What follows belongs to an exercise in optimizing a design on an open flow for small area, a short achievable clock period and few clock cycles; a production flow would make more cautious choices.
At most, simulation tests tie the RTL to the original design; equivalence was not proved.
Power is estimated from default activity; no workload was simulated.

// line_follower_turn_sequencer
module line_follower_turn_sequencer
(
	input  wire                clk,
	input  wire                arst_n,
	input  wire                in_valid,
	output wire                in_ready,
	input  wire                in_ir_outer_left,
	input  wire                in_ir_inner_left,
	input  wire                in_ir_middle,
	input  wire                in_ir_inner_right,
	input  wire                in_ir_outer_right,
	input  wire                in_ir_park,
	input  wire signed [15:0]  in_yaw_rate,
	input  wire [31:0]         in_time_us,
	output wire                out_valid,
	input  wire                out_ready,
	output wire signed [7:0]   out_left_power,
	output wire signed [7:0]   out_right_power,
	output wire [2:0]          out_next_mode,
	input  wire                cfg_valid,
	output wire                cfg_ready,
	input  wire [1:0]          cfg_reg_index,
	input  wire [19:0]         cfg_wdata
);
Size: about 2100 cells after synthesis, about 380 flip-flops, about 100 I/O pins, roughly 0.022 sq mm of cells after synthesis.
clock: 8.0 ns
lec_check: 0
cap_margin: 20
core_margin: 2
core_utilization: 60
setup_slack_margin: 4.7
slew_margin: 20
run.sh (not shown) runs the stock make flow with config.mk's settings and CLKGATE_MAP_FILE= SYNTH_SCRIPT=/design/flow/synth_recipe.tcl, a recipe that flattens the netlist after the stock synthesis.
Testbench counts at the start, summed over its fixed seeds: cycles 35,495.
Edit:
--- a/flow/design.v
+++ b/flow/design.v
@@ -485,61 +485,63 @@
 	end
 	always_ff @(posedge clk) begin
 		ra_q   <= ra;
 		rb_q   <= rb;
 		r_q    <= bsum;
 		lo10_q <= r_q[9:0];
 	end
 	logic [2:0]         mode_q;
 	logic signed [40:0] head_q;    
-	logic               ft_q, fb_q;
-	logic               ct, cb;
+	logic               f_q;       
+	logic               thr_sel_t;
+	logic [22:0]        thr_sel;
+	logic               cmp;
 	logic [2:0]         next_m;
 	logic               clr_m;
 	logic [35:0]        step;
 	logic [40:0]        hsum;
 	logic [40:0]        hsat;
 	logic               h_co;
-	assign ct = !head_q[40] && (head_q[39:10] >= {7'd0, thr_t_q});
-	assign cb = !head_q[40] && (head_q[39:10] >= {7'd0, thr_b_q});
+	assign thr_sel_t = mode_q == lfts_pkg::MODE_TURN90
+		|| (mode_q == lfts_pkg::MODE_FWD && (&ir4[5:1]) && !ir4[0]);
+	assign thr_sel   = thr_sel_t ? thr_t_q : thr_b_q;
+	assign cmp       = !head_q[40] && (head_q[39:10] >= {7'd0, thr_sel});
 	lfts_mode_fsm u_fsm (
 		.mode_i (mode_q), .ir_i (ir4),
-		.turn_done_i (int4 ? ft_q : ct), .back_done_i (int4 ? fb_q : cb),
+		.turn_done_i (int4 ? f_q : cmp), .back_done_i (int4 ? f_q : cmp),
 		.next_o (next_m), .clr_o (clr_m)
 	);
 	assign step = {r_q, lo10_q};
 	lfts_add #(.W(41)) u_h (
 		.a ({head_q[39], head_q[39:0]}), .b ({{5{step[35]}}, step}), .ci (1'b0),
 		.s (hsum), .co (h_co)
 	);
 	always_comb begin
 		if (head_q[40] != head_q[39]) hsat = head_q[40] ? {2'b11, 39'd0} : {2'b00, {39{1'b1}}};
 		else                          hsat = head_q;
 	end
 	always_ff @(posedge clk or negedge arst_n) begin
 		if (!arst_n) begin
 			mode_q  <= lfts_pkg::MODE_FWD;
 			head_q  <= '0;
-			ft_q    <= 1'b0;
-			fb_q    <= 1'b0;
+			f_q     <= 1'b0;
 			thr_t_q <= 23'(lfts_pkg::TURN_ANGLE_RST) * DEG_UNIT;
 			thr_b_q <= 23'(lfts_pkg::TURNAROUND_ANGLE_RST) * DEG_UNIT;
 		end else begin
-			ft_q <= ct;
-			fb_q <= cb;
+			f_q <= cmp;
 			if (cm4 && !ir4[0]) thr_t_q <= step[22:0];
 			if (cm4 &&  ir4[0]) thr_b_q <= step[22:0];
 			if (v4 && int4) begin
 				mode_q <= next_m;
 				head_q <= clr_m ? {{5{step[35]}}, step} : hsum;
 			end else if (v4 && clr_m) begin
 				mode_q <= next_m;
-				head_q <= '0;    
+				head_q <= '0;
 			end else begin
 				if (v4) mode_q <= next_m;
 				head_q <= hsat;
 			end
 		end
 	end
 	logic [2:0]    q_mem [QD];
 	logic [QA-1:0] q_wp, q_rp;
 	logic [QA:0]   q_cnt;
Result: The changed run produced a clean layout; power rose by 1.3%; utilization increases by 0.24 points; maximum frequency falls by 14%; clock power barely changes; die area goes down by 1.9%; cell count decreases by 3.5%; setup slack loses 0.58 ns.
Testbench counts after the change, summed over its fixed seeds: cycles 35,495.

---

06-10:
Another version of the RTL of line_follower_turn_sequencer (not shown whole).
Size in the first run: roughly 2,000 cells after synthesis, about 400 flip-flops, ~100 I/O pins, ~22,000 um^2 of cells after synthesis.
==> flow/config.mk <==
export PLATFORM = sky130hd
export DESIGN_NAME = line_follower_turn_sequencer
export DESIGN_NICKNAME = line_follower_turn_sequencer
export VERILOG_FILES = /design/flow/design.v
export SDC_FILE = /design/flow/constraint.sdc
export NUM_CORES = 4
export LEC_CHECK = 0
export CAP_MARGIN = 20
export CORE_MARGIN = 2
export CORE_UTILIZATION = 60
export SETUP_SLACK_MARGIN = 4.7
export SLEW_MARGIN = 20
==> flow/constraint.sdc <==
create_clock -name core_clock -period 8.0 [get_ports {clk}]
set_input_delay 1.6000 -clock core_clock [delete_from_list [all_inputs] [get_ports {clk}]]
set_output_delay 1.6000 -clock core_clock [all_outputs]
set_load 0.01 [all_outputs]
For 06-27, these inputs were changed with respect to 06-10:
-- flow/design.v --
<<< 06-10, line 492
	logic [2:0]         mode_q;
	logic signed [40:0] head_q;    
	logic               f_q;       
	logic               thr_sel_t;
	logic [22:0]        thr_sel;
	logic               cmp;
	logic [2:0]         next_m;
	logic               clr_m;
>>> 06-27, line 492
	logic [2:0]         mode_q;
	logic signed [40:0] head_q;    
	logic               ft_q, fb_q;
	logic               ct, cb;
	logic [2:0]         next_m;
	logic               clr_m;
<<< 06-10, line 502
	logic [40:0]        hsat;
	logic               h_co;
	assign thr_sel_t = mode_q == lfts_pkg::MODE_TURN90
		|| (mode_q == lfts_pkg::MODE_FWD && (&ir4[5:1]) && !ir4[0]);
	assign thr_sel   = thr_sel_t ? thr_t_q : thr_b_q;
	assign cmp       = !head_q[40] && (head_q[39:10] >= {7'd0, thr_sel});
	lfts_mode_fsm u_fsm (
		.mode_i (mode_q), .ir_i (ir4),
		.turn_done_i (int4 ? f_q : cmp), .back_done_i (int4 ? f_q : cmp),
		.next_o (next_m), .clr_o (clr_m)
	);
>>> 06-27, line 500
	logic [40:0]        hsat;
	logic               h_co;
	assign ct = !head_q[40] && (head_q[39:10] >= {7'd0, thr_t_q});
	assign cb = !head_q[40] && (head_q[39:10] >= {7'd0, thr_b_q});
	lfts_mode_fsm u_fsm (
		.mode_i (mode_q), .ir_i (ir4),
		.turn_done_i (int4 ? ft_q : ct), .back_done_i (int4 ? fb_q : cb),
		.next_o (next_m), .clr_o (clr_m)
	);
<<< 06-10, line 524
			mode_q  <= lfts_pkg::MODE_FWD;
			head_q  <= '0;
			f_q     <= 1'b0;
			thr_t_q <= 23'(lfts_pkg::TURN_ANGLE_RST) * DEG_UNIT;
			thr_b_q <= 23'(lfts_pkg::TURNAROUND_ANGLE_RST) * DEG_UNIT;
		end else begin
			f_q <= cmp;
			if (cm4 && !ir4[0]) thr_t_q <= step[22:0];
			if (cm4 &&  ir4[0]) thr_b_q <= step[22:0];
>>> 06-27, line 520
			mode_q  <= lfts_pkg::MODE_FWD;
			head_q  <= '0;
			ft_q    <= 1'b0;
			fb_q    <= 1'b0;
			thr_t_q <= 23'(lfts_pkg::TURN_ANGLE_RST) * DEG_UNIT;
			thr_b_q <= 23'(lfts_pkg::TURNAROUND_ANGLE_RST) * DEG_UNIT;
		end else begin
			ft_q <= ct;
			fb_q <= cb;
			if (cm4 && !ir4[0]) thr_t_q <= step[22:0];
			if (cm4 &&  ir4[0]) thr_b_q <= step[22:0];
<<< 06-10, line 536
			end else if (v4 && clr_m) begin
				mode_q <= next_m;
				head_q <= '0;
			end else begin
				if (v4) mode_q <= next_m;
>>> 06-27, line 534
			end else if (v4 && clr_m) begin
				mode_q <= next_m;
				head_q <= '0;    
			end else begin
				if (v4) mode_q <= next_m;
## What came out
- 06-10 and 06-27 ended up with nearly the same share of async-settable or async-resettable flops after synthesis.
- Sort 06-10 and 06-27 by xor and xnor area share after synthesis asc -> top: 06-27
- Changes observed in 06-27 relative to 06-10: post-cts sizing count saw an increase, cell count after synthesis saw an increase, aggregate routed wire length saw an increase.
- On number of detailed-route iterations in the first pass: 06-27 sits below 06-10.
- Compare 06-10 and 06-27 | final worst setup slack lower: 06-10
- For the post-synthesis share of cell area spent on and, or, nand and nor gates, 06-27 came in 1.7 points higher than 06-10 did.
- Looking at count of clock-buffer cells in the layout, 06-27 sits 7 below 06-10.
No functional check of the RTL was part of any run of this note.

==> port drivers added, routing unchanged <==
The results above use ideal ports. As a check the final layouts listed here were re-extracted and re-timed, cells and wires unchanged.
Step 1 (the two cells are an assumption about what drives the block):
set clk [get_ports {clk}]
set_driving_cell -lib_cell sky130_fd_sc_hd__clkbuf_16 $clk
set_driving_cell -lib_cell sky130_fd_sc_hd__buf_2 [delete_from_list [all_inputs] $clk]
Step 2, shift: input delay + t, output delay - t, t = (earliest + latest rising clock arrival at the registers) / 2. This alone moves slack from input paths to output paths.
a / b / c = ideal ports / drivers / drivers and shift; a / b = the first two.
run | shift t [ns] | setup slack, ns | worst register clock-pin slew, ns | worst slew at a driven data input, ns
the first run of note 1 | 0.604 | 4.535 / 4.535 / 4.391 | 0.06 / 0.06 | 0.04
the second run of note 1 | 0.623 | 3.950 / 3.950 / 3.950 | 0.06 / 0.06 | 0.05
06-10 | 0.611 | 4.632 / 4.632 / 4.332 | 0.06 / 0.06 | 0.04
06-27 | 0.629 | 4.732 / 4.732 / 4.288 | 0.06 / 0.06 | 0.04
After both steps setup and hold are still met in every run listed. The setup slack of 06-27, which loses most, moves by 0.000 ns with the drivers and by -0.444 ns with both steps.
